What follows belongs to an exercise in optimizing a design on an open flow for small area, a short achievable clock period and few clock cycles per item; a production flow would make more cautious choices. At most, simulation tests tie the RTL to the original design; equivalence was not proved. Power figures rest on the tool's default switching activity, not on a simulated workload.

## run 1
Design xbus_filter, start of the top module:
module xbus_filter (
    input  logic        clk,
    input  logic        arst_n,
    input  logic [65:0] in_pkt,
    input  logic [7:0]  pad_value,
    output logic        vec_wr_en,
    output logic [15:0] vec_din,
    input  logic        vec_full,
    output logic        cache_full
);
Size in the first run: ~760 cells after synthesis, ~230 flip-flops, roughly 95 I/O pins, roughly 9700 µm² of cells after synthesis.
export LEC_CHECK = 0
export CAP_MARGIN = 20
export CORE_MARGIN = 2
export CORE_UTILIZATION = 40
export SETUP_SLACK_MARGIN = 2.45
export SLEW_MARGIN = 20
create_clock -name core_clock -period 4.5 [get_ports {clk}]
standard.sh (not shown) runs the stock make flow with config.mk's settings and CLKGATE_MAP_FILE= SYNTH_SCRIPT=/design/flow/synth_recipe.tcl, a recipe that flattens the netlist after the stock synthesis.
==> flow/flow/run.sh <==
#!/bin/bash
# Standard ORFS layout with two changes: the port buffers start as buf_1
# (the resizer still upsizes the ones on critical paths) and CTS uses its own
# clustering and inserts no dummy loads. Each tool's output goes to its own
# log in the work folder.
set -euo pipefail
bash standard.sh \
  'BUFFER_PORTS_ARGS=-buffer_cell sky130_fd_sc_hd__buf_1' \
  'CTS_ARGS=-sink_clustering_enable -repair_clock_nets -dont_use_dummy_load -buf_list {sky130_fd_sc_hd__clkbuf_4 sky130_fd_sc_hd__clkbuf_8} -sink_clustering_size 12 -sink_clustering_max_diameter 50' \
  MATCH_CELL_FOOTPRINT=0 \
  finish > make_finish.log 2>&1
Every stage of the flow completed for run 1, and the final layout passed the timing, DRC and antenna checks.
Testbench counts of run 1, summed over its fixed seeds: cycles 4,179, windows 384.
## Diff of input files: run 2 against run 1
Settings: swapping 2.45 for 2.5 in SETUP_SLACK_MARGIN.
diff --git a/flow/flow/run.sh b/flow/flow/run.sh
--- a/flow/flow/run.sh
+++ b/flow/flow/run.sh
@@ -8,3 +8,3 @@
   'BUFFER_PORTS_ARGS=-buffer_cell sky130_fd_sc_hd__buf_1' \
-  'CTS_ARGS=-sink_clustering_enable -repair_clock_nets -dont_use_dummy_load -buf_list {sky130_fd_sc_hd__clkbuf_4 sky130_fd_sc_hd__clkbuf_8} -sink_clustering_size 12 -sink_clustering_max_diameter 50' \
+  'CTS_ARGS=-sink_clustering_enable -repair_clock_nets -dont_use_dummy_load -buf_list sky130_fd_sc_hd__clkbuf_8 -sink_clustering_size 16 -sink_clustering_max_diameter 60' \
   MATCH_CELL_FOOTPRINT=0 \
==> run notes <==
Summary of run 2 over run 1: non-clock buffer count now sits lower; proportion of cell area spent on the clock network now sits lower. Re total of cells resized after clock tree synthesis: run 2 is 7 down on run 1. From run 1 to run 2 the numbers moved as follows: mean routed wirelength per cell +about 1.3%, overall power of the completed layout -3.0%, TritonCTS buffer count -25%, wire length +about 0.5%. Compared with run 1, run 2 degrades max-slew headroom at the worst pin. Run 2 vs. run 1: via count has increased; synthesis-to-layout area growth has decreased; worst clock skew saw a decrease.
## Diff of input files: run 3 against run 2
Settings: putting PLACE_DENSITY at 0.7 where nothing was set.
==> run notes <==
Higher longest individual stage delay on the worst path among run 3 and run 2: run 3. The estimated power of run 3 ends up lower than the estimate for run 2. Having completed the whole flow, run 3 delivered a layout that passed the timing, DRC and antenna checks. The fraction of the cycle the final worst path needs in run 3 sits 0.59 points below the value recorded for run 2. The total routing resource utilization after global routing of run 3 falls short of that of run 2 by 0.98 points. Run 3 vs run 2: internal power component down slightly. Summary — setup slack, run 3 relative to run 2: higher, by 0.027 ns.
Relative to run 3, the following input files were edited for run 4:
diff --git a/flow/flow/run.sh b/flow/flow/run.sh
--- a/flow/flow/run.sh
+++ b/flow/flow/run.sh
@@ -8,3 +8,3 @@
   'BUFFER_PORTS_ARGS=-buffer_cell sky130_fd_sc_hd__buf_1' \
-  'CTS_ARGS=-sink_clustering_enable -repair_clock_nets -dont_use_dummy_load -buf_list sky130_fd_sc_hd__clkbuf_8 -sink_clustering_size 16 -sink_clustering_max_diameter 60' \
+  'CTS_ARGS=-sink_clustering_enable -repair_clock_nets -dont_use_dummy_load -buf_list {sky130_fd_sc_hd__clkbuf_4 sky130_fd_sc_hd__clkbuf_8} -sink_clustering_size 12 -sink_clustering_max_diameter 50' \
   MATCH_CELL_FOOTPRINT=0 \
Results
Number of global-route vias before repair for run 4: 122 up relative to run 3. Run 4 -> run 3: synthesized cell count delta 0, exact match. Run 4 has less setup slack than run 3. Compared to run 3, run 4 has area added between synthesis and finish 1.2 points higher. The sequential cell area share in run 4 sits 0.63 points below the value recorded for run 3.
Inputs modified between run 4 and run 5:
Settings: SETUP_SLACK_MARGIN now 2.7, was 2.5; PLACE_DENSITY no longer set, was 0.7.
Results
- Looking at run 5 and run 4, the hold slack is a wash.
- Run 5: flow completed, timing, DRC and antenna clean
- Re final total power: run 5 is 0.00026 W up on run 4.
- Run 4 -> run 5: routed wire length increased by a few percent

========
== old ==
xbus_filter, a different RTL version from the one above (not shown whole).
clock: 4.5 ns
lec_check: 0
cap_margin: 20
core_margin: 2
core_utilization: 40
place_density: 0.7
setup_slack_margin: 2.5
slew_margin: 20
==> flow/flow/run.sh <==
#!/bin/bash
# Standard ORFS layout with two changes: the port buffers start as buf_1
# (the resizer still upsizes the ones on critical paths) and CTS uses its own
# clustering and inserts no dummy loads. Each tool's output goes to its own
# log in the work folder.
set -euo pipefail
bash standard.sh \
  'BUFFER_PORTS_ARGS=-buffer_cell sky130_fd_sc_hd__buf_1' \
  'CTS_ARGS=-sink_clustering_enable -repair_clock_nets -dont_use_dummy_load -buf_list sky130_fd_sc_hd__clkbuf_8 -sink_clustering_size 14 -sink_clustering_max_diameter 50' \
  MATCH_CELL_FOOTPRINT=0 \
  finish > make_finish.log 2>&1
Testbench counts of old, summed over its fixed seeds: cycles 4,179, windows 384.
> inputs changed (old -> new)
--- a/flow/flow/run.sh
+++ b/flow/flow/run.sh
@@ -8,3 +8,3 @@
   'BUFFER_PORTS_ARGS=-buffer_cell sky130_fd_sc_hd__buf_1' \
-  'CTS_ARGS=-sink_clustering_enable -repair_clock_nets -dont_use_dummy_load -buf_list sky130_fd_sc_hd__clkbuf_8 -sink_clustering_size 14 -sink_clustering_max_diameter 50' \
+  'CTS_ARGS=-sink_clustering_enable -repair_clock_nets -dont_use_dummy_load -buf_list sky130_fd_sc_hd__clkbuf_8 -sink_clustering_size 16 -sink_clustering_max_diameter 60' \
   MATCH_CELL_FOOTPRINT=0 \
--- outcome ---
Result: PASS for each of old and new
The higher critical path depth of old and new is in new.
new ended up with a lower post-route minimum period than old did.
Between old and new, the wire length after detailed routing figures differ only marginally.

========
Setup of v6:
Another version of the RTL of xbus_filter (not shown whole).
Size in the first run: roughly 230 flip-flops, roughly 9400 um^2 of cells after synthesis.
Settings: LEC_CHECK=0, CAP_MARGIN=20, CORE_MARGIN=2, CORE_UTILIZATION=40, SETUP_SLACK_MARGIN=2.5, SLEW_MARGIN=20; clock period 4.5 ns.
==> flow/flow/run.sh <==
#!/bin/bash
# Standard ORFS layout with two changes: the port buffers start as buf_1
# (the resizer still upsizes the ones on critical paths) and CTS uses its own
# clustering and inserts no dummy loads. Each tool's output goes to its own
# log in the work folder.
set -euo pipefail
bash standard.sh \
  'BUFFER_PORTS_ARGS=-buffer_cell sky130_fd_sc_hd__buf_1' \
  'CTS_ARGS=-sink_clustering_enable -repair_clock_nets -dont_use_dummy_load -buf_list sky130_fd_sc_hd__clkbuf_8 -sink_clustering_size 16 -sink_clustering_max_diameter 60' \
  MATCH_CELL_FOOTPRINT=0 \
  finish > make_finish.log 2>&1
Testbench counts of v6, summed over its fixed seeds: cycles 4,179, windows 384.
Modified inputs, v7 compared to v6
diff --git a/flow/flow/run.sh b/flow/flow/run.sh
--- a/flow/flow/run.sh
+++ b/flow/flow/run.sh
@@ -9 +9 @@
-  'CTS_ARGS=-sink_clustering_enable -repair_clock_nets -dont_use_dummy_load -buf_list sky130_fd_sc_hd__clkbuf_8 -sink_clustering_size 16 -sink_clustering_max_diameter 60' \
+  'CTS_ARGS=-sink_clustering_enable -repair_clock_nets -dont_use_dummy_load -buf_list {sky130_fd_sc_hd__clkbuf_4 sky130_fd_sc_hd__clkbuf_8} -sink_clustering_size 12 -sink_clustering_max_diameter 50' \
==> comparison <==
- As far as worst hold path cell count goes, v6 and v7 are indistinguishable; the numbers are identical.
- v7 vs v6: routed wirelength normalized by instance count up slightly
- Any difference in post-detailed-route via-to-cell ratio between v6 and v7 is small enough to ignore.
- The higher hold slack came out of v6.
- Total iterations of the first detailed-routing run, v7 and v6: smaller value in v7
- v7 has post-synthesis to final-layout area growth above what v6 had.

========
The RTL this note starts from:
==> flow/design.v <==
`timescale 1ns/10ps
`default_nettype none
module xbus_filter (
    input  logic        clk,
    input  logic        arst_n,
    input  logic [65:0] in_pkt,
    input  logic [7:0]  pad_value,
    output logic        vec_wr_en,
    output logic [15:0] vec_din,
    input  logic        vec_full,
    output logic        cache_full
);
    logic [1:0]  tag;
    logic        is_head;
    logic        is_body;
    logic [15:0] hx;
    logic [15:0] hy;
    assign tag = in_pkt[65:64];
    assign is_head = tag == 2'd1;
    assign is_body = tag == 2'd2;
    assign hx = in_pkt[15:0];
    assign hy = in_pkt[31:16];
    logic       x_lo;
    logic       x_hi;
    logic       y_lo;
    logic       y_hi;
    logic [7:0] ex;
    logic [7:0] ey;
    assign x_lo = hx[15:3] == '0;
    assign x_hi = hx == 16'hffff;
    assign y_lo = hy[15:3] == '0;
    assign y_hi = hy == 16'hffff;
    always_comb begin
        ex[0] = x_hi;
        ey[0] = y_hi;
        for (int i = 1; i < 8; i++) begin
            ex[i] = x_lo && hx[2:0] == 3'(i - 1);
            ey[i] = y_lo && hy[2:0] == 3'(i - 1);
        end
    end
    logic [5:0] h_colmask;
    logic [5:0] h_rowmask;
    always_comb begin
        for (int c = 0; c < 6; c++) begin
            h_colmask[c] = ex[c] | ex[c + 1] | ex[c + 2];
            h_rowmask[c] = ey[c] | ey[c + 1] | ey[c + 2];
        end
    end
    logic [2:0] h_cv;
    logic [2:0] h_rv;
    always_comb begin
        for (int k = 0; k < 3; k++) begin
            h_cv[k] = 1'b0;
            h_rv[k] = 1'b0;
            for (int i = 0; i < 8; i++) begin
                if (i - 1 + k >= 1 && i - 1 + k <= 6) begin
                    h_cv[k] = h_cv[k] | ex[i];
                    h_rv[k] = h_rv[k] | ey[i];
                end
            end
        end
    end
    logic [1:0] h_base;
    assign h_base = {hy[0], 1'b0} + hx[1:0] + 2'd1;
    function automatic logic [3:0] need_of(input int b, input logic [5:0] rm,
                                           input logic [5:0] cm);
        logic [3:0] n;
        n = '0;
        if (b < 9) begin
            for (int l = 0; l < 4; l++) begin
                n[l] = rm[(4 * b + l) / 6] & cm[(4 * b + l) % 6];
            end
        end
        need_of = n;
    endfunction
    logic [3:0]      ib;            
    logic [5:0]      colmask;
    logic [5:0]      rowmask;
    logic [2:0][3:0] nd;
    logic [3:0]      nd_next;       
    logic [1:0][3:0] nd_head;
    always_comb begin
        nd_next = 4'b1111;
        for (int b = 0; b < 9; b++) begin
            if (ib == 4'(b)) begin
                nd_next = (b + 3 < 9) ? need_of(b + 3, rowmask, colmask)
                        : ((b + 3 == 9) ? 4'b0000 : 4'b1111);
            end
        end
        for (int j = 0; j < 2; j++) begin
            nd_head[j] = need_of(j, h_rowmask, h_colmask);
        end
    end
    always_ff @(posedge clk or negedge arst_n) begin
        if (!arst_n) begin
            ib <= 4'd9;
            nd <= {4'b1111, 4'b1111, 4'b0000};
        end else if (is_head) begin
            ib <= 4'd0;
            nd <= {need_of(2, h_rowmask, h_colmask), nd_head};
        end else if (is_body) begin
            ib <= ib + 4'd1;
            nd <= {nd_next, nd[2:1]};
        end
    end
    always_ff @(posedge clk) begin
        if (is_head) begin
            colmask <= h_colmask;
            rowmask <= h_rowmask;
        end
    end
    logic [3:0] wr;
    assign wr = is_body ? nd[0] : 4'd0;
    logic [3:0]       wp;
    logic [3:0]       rp;
    logic [3:0]       t1;
    logic [3:0]       t2;
    logic [3:0]       pop;
    logic [3:0][15:0] ent0;
    logic [3:0][15:0] ent1;
    for (genvar l = 0; l < 4; l++) begin : g_lane
        logic [15:0] m0;
        logic [15:0] m1;
        always_ff @(posedge clk or negedge arst_n) begin
            if (!arst_n) begin
                wp[l] <= 1'b0;
                rp[l] <= 1'b0;
                t1[l] <= 1'b0;
                t2[l] <= 1'b0;
            end else begin
                if (wr[l]) wp[l] <= !wp[l];
                if (pop[l]) rp[l] <= !rp[l];
                if (wr[l] && !pop[l]) begin
                    t1[l] <= 1'b1;
                    t2[l] <= t1[l];
                end else if (!wr[l] && pop[l]) begin
                    t1[l] <= t2[l];
                    t2[l] <= 1'b0;
                end
            end
        end
        always_ff @(posedge clk) begin
            if (wr[l] && !wp[l]) m0 <= {in_pkt[8 * (4 + l) +: 8], in_pkt[8 * l +: 8]};
            if (wr[l] && wp[l]) m1 <= {in_pkt[8 * (4 + l) +: 8], in_pkt[8 * l +: 8]};
        end
        assign ent0[l] = m0;
        assign ent1[l] = m1;
    end
    logic       act;
    logic [2:0] okh;
    logic [2:0] okw;
    logic [8:0] opad;
    logic [3:0] lane0;
    logic       pend;
    logic [2:0] prv;
    logic [2:0] pcv;
    logic [1:0] pbase;
    logic [2:0] vfh;
    function automatic logic [3:0] rotl1(input logic [3:0] v);
        rotl1 = {v[2:0], v[3]};
    endfunction
    logic       row_end0;
    logic       lv1;
    logic       lpad0;
    logic       lpad1;
    logic [3:0] lane1;
    assign row_end0 = okw[2];
    assign lv1 = !(okh[2] && okw[2]);
    assign lpad0 = opad[0];
    assign lpad1 = opad[1];
    assign lane1 = row_end0 ? lane0 : rotl1(lane0);
    logic       can_emit;
    logic       have0;
    logic       emit;
    logic       take;
    logic [8:0] new_pad;
    logic [3:0] new_base;
    assign can_emit = vfh != 3'b111;
    assign have0 = lpad0 || (lane0 & t1) != 4'd0;
    assign emit = act && have0 && can_emit;
    assign take = !act || (emit && okh[2] && okw[2]);
    assign pop = (emit && !lpad0) ? lane0 : 4'd0;
    always_comb begin
        for (int kh = 0; kh < 3; kh++) begin
            for (int kw = 0; kw < 3; kw++) begin
                new_pad[kh * 3 + kw] = !(prv[kh] && pcv[kw]);
            end
        end
        new_base = 4'b0001 << pbase;
    end
    always_ff @(posedge clk or negedge arst_n) begin
        if (!arst_n) begin
            act <= 1'b0;
            pend <= 1'b0;
            vfh <= '0;
            vec_wr_en <= 1'b0;
        end else begin
            vfh <= {vfh[1:0], vec_full};
            vec_wr_en <= emit;
            if (take) begin
                act <= pend;
            end
            if (is_head) begin
                pend <= 1'b1;
            end else if (take) begin
                pend <= 1'b0;
            end
        end
    end
    logic [3:0]  sel0;
    logic [3:0]  sel1;
    logic [15:0] vec_next;
    assign sel0 = lpad0 ? 4'd0 : (lane0 & ~rp);
    assign sel1 = lpad0 ? 4'd0 : (lane0 & rp);
    always_comb begin
        vec_next = {16{lpad0}} & {pad_value, pad_value};
        for (int l = 0; l < 4; l++) begin
            vec_next = vec_next | ({16{sel0[l]}} & ent0[l]) | ({16{sel1[l]}} & ent1[l]);
        end
    end
    always_ff @(posedge clk) begin
        if (take) begin
            okh <= 3'b001;
            okw <= 3'b001;
            opad <= new_pad;
            lane0 <= new_base;
        end else if (emit) begin
            okw <= {okw[1:0], okw[2]};
            if (okw[2]) okh <= {okh[1:0], okh[2]};
            opad <= {1'b1, opad[8:1]};
            lane0 <= lane1;
        end
        if (is_head) begin
            prv <= h_rv;
            pcv <= h_cv;
            pbase <= h_base;
        end
        vec_din <= vec_next;
    end
    logic       cf_prev;        
    logic       ce1;
    logic       go1;            
    logic [3:0] q0;             
    logic [3:0] q1;             
    logic [3:0] nu1;            
    logic [3:0] nu2;            
    logic [3:0] nf1;            
    logic [3:0] nf2;            
    logic [3:0] na;
    logic [3:0] nb;
    logic [3:0] nc;
    logic [3:0] w1;             
    logic [3:0] w2;
    logic [3:0] w3;
    logic       h01;
    logic       h0and1;
    logic [3:0] hw1;
    logic [3:0] hw2;
    logic [3:0] ov;
    logic [3:0] hov;
    logic       cf_n;
    logic       pend_hit;
    always_comb begin
        ce1 = vfh[1:0] != 2'b11;
        go1 = emit && lv1 && ce1 && !lpad1;
        for (int l = 0; l < 4; l++) begin
            q0[l] = act && can_emit && !lpad0 && lane0[l] && t1[l];
            q1[l] = go1 && lane1[l] && (row_end0 ? (lpad0 ? t1[l] : t2[l]) : t1[l]);
        end
        nu1 = ~(q0 | q1);
        nu2 = ~(q0 & q1);
        nf1 = t2 & nu1;
        nf2 = t1 & (t2 | nu1) & nu2;
        na = nd[0];
        nb = (cf_prev && cache_full) ? 4'd0 : nd[1];
        nc = (cf_prev || cache_full) ? 4'd0 : nd[2];
        w1 = na | nb | nc;
        w2 = (na & nb) | (na & nc) | (nb & nc);
        w3 = na & nb & nc;
        ov = (w1 & nf1) | (w2 & nf2) | w3;
        h01 = h_rowmask[0] | h_rowmask[1];
        h0and1 = h_rowmask[0] & h_rowmask[1] & !cache_full;
        hw1 = {4{h01}};
        hw2 = {h0and1, h0and1, 2'b00};
        hov = (hw1 & nf1) | (hw2 & nf2);
        pend_hit = pend && (ib == 4'd9 || (ib == 4'd8 && !(cf_prev && cache_full))
                            || (ib == 4'd7 && !cf_prev && !cache_full));
        cf_n = (is_head ? hov != 4'd0 : ov != 4'd0) || pend_hit;
    end
    always_ff @(posedge clk or negedge arst_n) begin
        if (!arst_n) begin
            cache_full <= 1'b0;
            cf_prev <= 1'b0;
        end else begin
            cache_full <= cf_n;
            cf_prev <= cache_full;
        end
    end
endmodule
`default_nettype wire
clock: 4.5 ns
lec_check: 0
cap_margin: 20
core_margin: 2
core_utilization: 40
setup_slack_margin: 2.6
slew_margin: 20
==> flow/flow/run.sh <==
#!/bin/bash
# Standard ORFS layout with two changes: the port buffers start as buf_1
# (the resizer still upsizes the ones on critical paths) and CTS uses its own
# clustering and inserts no dummy loads. Each tool's output goes to its own
# log in the work folder.
set -euo pipefail
bash standard.sh \
  'BUFFER_PORTS_ARGS=-buffer_cell sky130_fd_sc_hd__buf_1' \
  'CTS_ARGS=-sink_clustering_enable -repair_clock_nets -dont_use_dummy_load -buf_list sky130_fd_sc_hd__clkbuf_8 -sink_clustering_size 16 -sink_clustering_max_diameter 60' \
  MATCH_CELL_FOOTPRINT=0 \
  finish > make_finish.log 2>&1
The baseline went through all stages and came out clean.
Change:
==> flow/flow/run.sh (replaced) <==
#!/bin/bash
# Standard ORFS layout with two changes: the port buffers start as buf_1
# (the resizer still upsizes the ones on critical paths) and CTS inserts no
# dummy loads. Each tool's output goes to its own log in the work folder.
set -euo pipefail
bash standard.sh \
  'BUFFER_PORTS_ARGS=-buffer_cell sky130_fd_sc_hd__buf_1' \
  'CTS_ARGS=-sink_clustering_enable -repair_clock_nets -dont_use_dummy_load -buf_list sky130_fd_sc_hd__clkbuf_4' \
  MATCH_CELL_FOOTPRINT=0 \
  finish > make_finish.log 2>&1
Settings changed: CTS_BUF_LIST set to sky130_fd_sc_hd__clkbuf_4, SETUP_SLACK_MARGIN 2.6 to 2.5.
=> The changed run went through all stages and came out clean. Design area drops by 3.0%. Clock power goes up by about 26%. Setup slack improves by 43 ps. Power rose by about 1.3%. Sequential power barely changes. First-iteration DRC count grows by about 2.4%. Fmax grows by about 2%.
Change:
==> flow/flow/run.sh (replaced) <==
#!/bin/bash
# Standard ORFS layout with two changes: the port buffers start as buf_1
# (the resizer still upsizes the ones on critical paths) and CTS uses its own
# clustering and inserts no dummy loads. Each tool's output goes to its own
# log in the work folder.
set -euo pipefail
bash standard.sh \
  'BUFFER_PORTS_ARGS=-buffer_cell sky130_fd_sc_hd__buf_1' \
  'CTS_ARGS=-sink_clustering_enable -repair_clock_nets -dont_use_dummy_load -buf_list sky130_fd_sc_hd__clkbuf_8 -sink_clustering_size 16 -sink_clustering_max_diameter 60' \
  MATCH_CELL_FOOTPRINT=0 \
  finish > make_finish.log 2>&1
Settings changed: CTS_BUF_LIST sky130_fd_sc_hd__clkbuf_4 to not set.
Effect:
- The new run completed with no timing, DRC or antenna violations
- count of clock-buffer cells in the layout shrinks by 36
- routed wire length shrinks by 1.8%
- total power shrinks by 5.6%
- clock skew shrinks by 5.7 ps
- final area shrinks by 0.73%
- core utilization shrinks by 0.36 points
- sequential cell count stays the same
- global-route usage shrinks by 0.38 points
No run of this note included a check of the RTL's function; only the layout flow was run.

re-timing with driven ports:
In the flow no input, the clock included, has a driving cell. The finished layouts below were timed again as built, in two steps.
Step 1, drivers: a clkbuf_16 drives clk and a buf_2 each remaining input, both assumed.
Step 2 also shifts input and output timing later by t, the mid clock arrival at the registers, as if the neighbouring blocks saw the same clock.
a / b / c = no drivers / after step 1 / after step 2; a / b = the first two.
| run | t, ns | setup WS [ns] | worst register clock-pin slew, ns | worst data-port slew with drivers (ns) |
|---|---|---|---|---|
| run 1 | 0.581 | 2.456 / 2.456 / 1.920 | 0.08 / 0.08 | 0.06 |
| run 2 | 0.564 | 2.505 / 2.505 / 1.997 | 0.10 / 0.10 | 0.07 |
| run 3 | 0.557 | 2.531 / 2.490 / 1.998 | 0.11 / 0.11 | 0.07 |
| run 4 | 0.574 | 2.519 / 2.486 / 2.012 | 0.08 / 0.08 | 0.07 |
| run 5 | 0.574 | 2.548 / 2.514 / 2.061 | 0.08 / 0.08 | 0.08 |
| old | 0.565 | 2.524 / 2.496 / 1.952 | 0.09 / 0.09 | 0.05 |
| new | 0.528 | 2.555 / 2.513 / 2.039 | 0.10 / 0.10 | 0.05 |
| v6 | 0.565 | 2.335 / 2.335 / 1.983 | 0.10 / 0.10 | 0.07 |
| v7 | 0.581 | 2.251 / 2.251 / 1.930 | 0.08 / 0.08 | 0.08 |
| the first run of note 4 | 0.558 | 2.323 / 2.323 / 1.920 | 0.10 / 0.10 | 0.08 |
| the second run of note 4 | 0.709 | 2.366 / 2.364 / 1.816 | 0.07 / 0.07 | 0.06 |
| the third run of note 4 | 0.562 | 2.415 / 2.419 / 1.856 | 0.10 / 0.10 | 0.08 |
After both steps every run listed still meets setup and hold. For old, which loses most, drivers alone change the setup slack by -0.028 ns; drivers and shift together by -0.572 ns.
